What follows belongs to an exercise in optimizing a design on an open flow for small area; a production flow would make more cautious choices.
Only simulation tests tie the RTL to the original design; equivalence was not proved.

==> flow/design.v (excerpt) <==
module ds_block_top #(
    parameter int IMG_W  = 6,
    parameter int IMG_H  = 5,
    parameter int STRIDE = 1
) (
    input  wire                                    clk,
    input  wire                                    rstn,
    input  wire                                    in_valid,
    input  wire  [ds_pkg::NCH*ds_pkg::ACT_W-1:0]   in_pix,
    output logic                                   out_valid,
    output logic [ds_pkg::NOUT*ds_pkg::ACT_W-1:0]  out_pix
);
For scale: about 1,900 cells after synthesis, roughly 490 flip-flops, ~28,000 µm² of cells after synthesis.
export LEC_CHECK = 0
export CAP_MARGIN = 20
export CORE_MARGIN = 2
export CORE_UTILIZATION = 55
export CTS_BUF_LIST = sky130_fd_sc_hd__clkbuf_16
export CTS_CLUSTER_DIAMETER = 140
export CTS_CLUSTER_SIZE = 28
export SLEW_MARGIN = 20
export SYNTH_HIERARCHICAL = 1
export SYNTH_MINIMUM_KEEP_SIZE = 0
create_clock -name core_clock -period 8.0 [get_ports {clk}]
standard.sh (not shown) runs the stock make flow with config.mk's settings and CLKGATE_MAP_FILE= SYNTH_SCRIPT=/design/flow/synth_recipe.tcl, a recipe that flattens the netlist after the stock synthesis.
==> flow/flow/run.sh <==
#!/bin/bash
# The standard layout with two changes: the port buffers are the smallest
# buffer (sky130_fd_sc_hd__buf_1) rather than the one buffer_ports picks by
# default, and clock tree synthesis adds no dummy loads. The clustering
# settings repeat config.mk's.
set -euo pipefail
export BUFFER_PORTS_ARGS="-buffer_cell sky130_fd_sc_hd__buf_1"
export CTS_ARGS="-sink_clustering_enable -repair_clock_nets -sink_clustering_size 28 -sink_clustering_max_diameter 140 -buf_list sky130_fd_sc_hd__clkbuf_16 -dont_use_dummy_load"
bash standard.sh > standard.log 2>&1
Change:
==> flow/flow/run.sh (replaced) <==
#!/bin/bash
# The standard layout with two changes: the port buffers are the smallest
# buffer (sky130_fd_sc_hd__buf_1) rather than the one buffer_ports picks by
# default, and clock tree synthesis adds no dummy loads. The clustering
# settings repeat config.mk's. The constant outputs share one tie cell.
set -euo pipefail
export BUFFER_PORTS_ARGS="-buffer_cell sky130_fd_sc_hd__buf_1"
export SKIP_REPAIR_TIE_FANOUT=1
export CTS_ARGS="-sink_clustering_enable -repair_clock_nets -sink_clustering_size 24 -sink_clustering_max_diameter 120 -buf_list sky130_fd_sc_hd__clkbuf_16 -dont_use_dummy_load"
bash standard.sh > standard.log 2>&1
Settings changed: CORE_UTILIZATION 55 to 40, CTS_CLUSTER_DIAMETER 140 to 120, CTS_CLUSTER_SIZE 28 to 24.
Count of clock-buffer cells in the layout climbs by 3.
Synthesized area does not change.
Non-clock buffer count is unchanged.
Change:
--- a/flow/flow/run.sh
+++ b/flow/flow/run.sh
@@ -7,4 +7,4 @@
 export BUFFER_PORTS_ARGS="-buffer_cell sky130_fd_sc_hd__buf_1"
 export SKIP_REPAIR_TIE_FANOUT=1
-export CTS_ARGS="-sink_clustering_enable -repair_clock_nets -sink_clustering_size 24 -sink_clustering_max_diameter 120 -buf_list sky130_fd_sc_hd__clkbuf_16 -dont_use_dummy_load"
+export CTS_ARGS="-sink_clustering_enable -repair_clock_nets -sink_clustering_size 28 -sink_clustering_max_diameter 140 -buf_list sky130_fd_sc_hd__clkbuf_16 -dont_use_dummy_load"
 bash standard.sh > standard.log 2>&1
Settings changed: CTS_CLUSTER_DIAMETER 120 to 140, CTS_CLUSTER_SIZE 24 to 28.
The changed run produced a clean layout.
Worst setup slack gets worse by 0.023 ns.
Count of clock-buffer cells in the layout goes down by 3.
Utilization goes down by 0.11 points.
Clock skew goes down by 0.059 ns.
Die area stays the same.
Global-route usage is about the same.
Worst hold slack gets better by 0.053 ns.
Sequential share of layout area goes up by 0.12 points.
Synthesized cell count is unchanged.
Final cell count is about the same.

* * *

ds_block_top again, from the RTL that the note above started with.
clock: 8.0 ns
lec_check: 0
cap_margin: 20
core_margin: 2
core_utilization: 40
cts_buf_list: sky130_fd_sc_hd__clkbuf_16
cts_cluster_diameter: 140
cts_cluster_size: 28
slew_margin: 20
synth_hierarchical: 1
synth_minimum_keep_size: 0
==> flow/flow/run.sh <==
#!/bin/bash
# The standard layout with two changes: the port buffers are the smallest
# buffer (sky130_fd_sc_hd__buf_1) rather than the one buffer_ports picks by
# default, and clock tree synthesis adds no dummy loads. The clustering
# settings repeat config.mk's.
set -euo pipefail
export BUFFER_PORTS_ARGS="-buffer_cell sky130_fd_sc_hd__buf_1"
export CTS_ARGS="-sink_clustering_enable -repair_clock_nets -sink_clustering_size 28 -sink_clustering_max_diameter 140 -buf_list sky130_fd_sc_hd__clkbuf_16 -dont_use_dummy_load"
bash standard.sh > standard.log 2>&1
The baseline completed with no timing, DRC or antenna violations.
Rerun with:
CORE_UTILIZATION = 70   (was 40)
What happened:
- The new run produced a clean layout
- sequential cell count stays the same
- core utilization came out higher by 31 points
- die area came out lower by well over a third
- hold slack gets better by 0.0067 ns
- synthesized area does not change
- worst setup slack gets better by 0.037 ns

[afterwards: timing with drivers on the ports]
How much do the figures lean on ideal ports? The routed layouts below were timed once more, with nothing changed but the port constraints.
Step 1: set_driving_cell puts a clkbuf_16 on clk and a buf_2 on each other input, an assumption about the parent block.
Step 2 adds t to the input delays and takes it off the output delays; t is the mean of the earliest and latest rising clock arrival at the registers after step 1. Input paths then give back, and output paths get back, about the clock's delay inside the block.
Slacks: ideal ports / drivers / drivers and shift; pairs: ideal ports / drivers.
run | t, ns | setup WS [ns] | worst setup path at the end | worst register clock-pin slew, ns | pins driven straight from the clock port
the first run of note 1 | 0.617 | 0.646 / 0.587 / 0.788 | register to register | 0.12 / 0.12 | 1
the second run of note 1 | 0.632 | 0.614 / 0.557 / 0.614 | register to register | 0.10 / 0.10 | 1
the third run of note 1 | 0.625 | 0.591 / 0.529 / 0.712 | register to register | 0.12 / 0.12 | 1
the first run of note 2 | 0.614 | 0.589 / 0.524 / 0.751 | register to register | 0.11 / 0.11 | 1
the second run of note 2 | 0.602 | 0.626 / 0.569 / 0.961 | register to register | 0.11 / 0.11 | 1
After both steps every run listed still meets setup and hold.
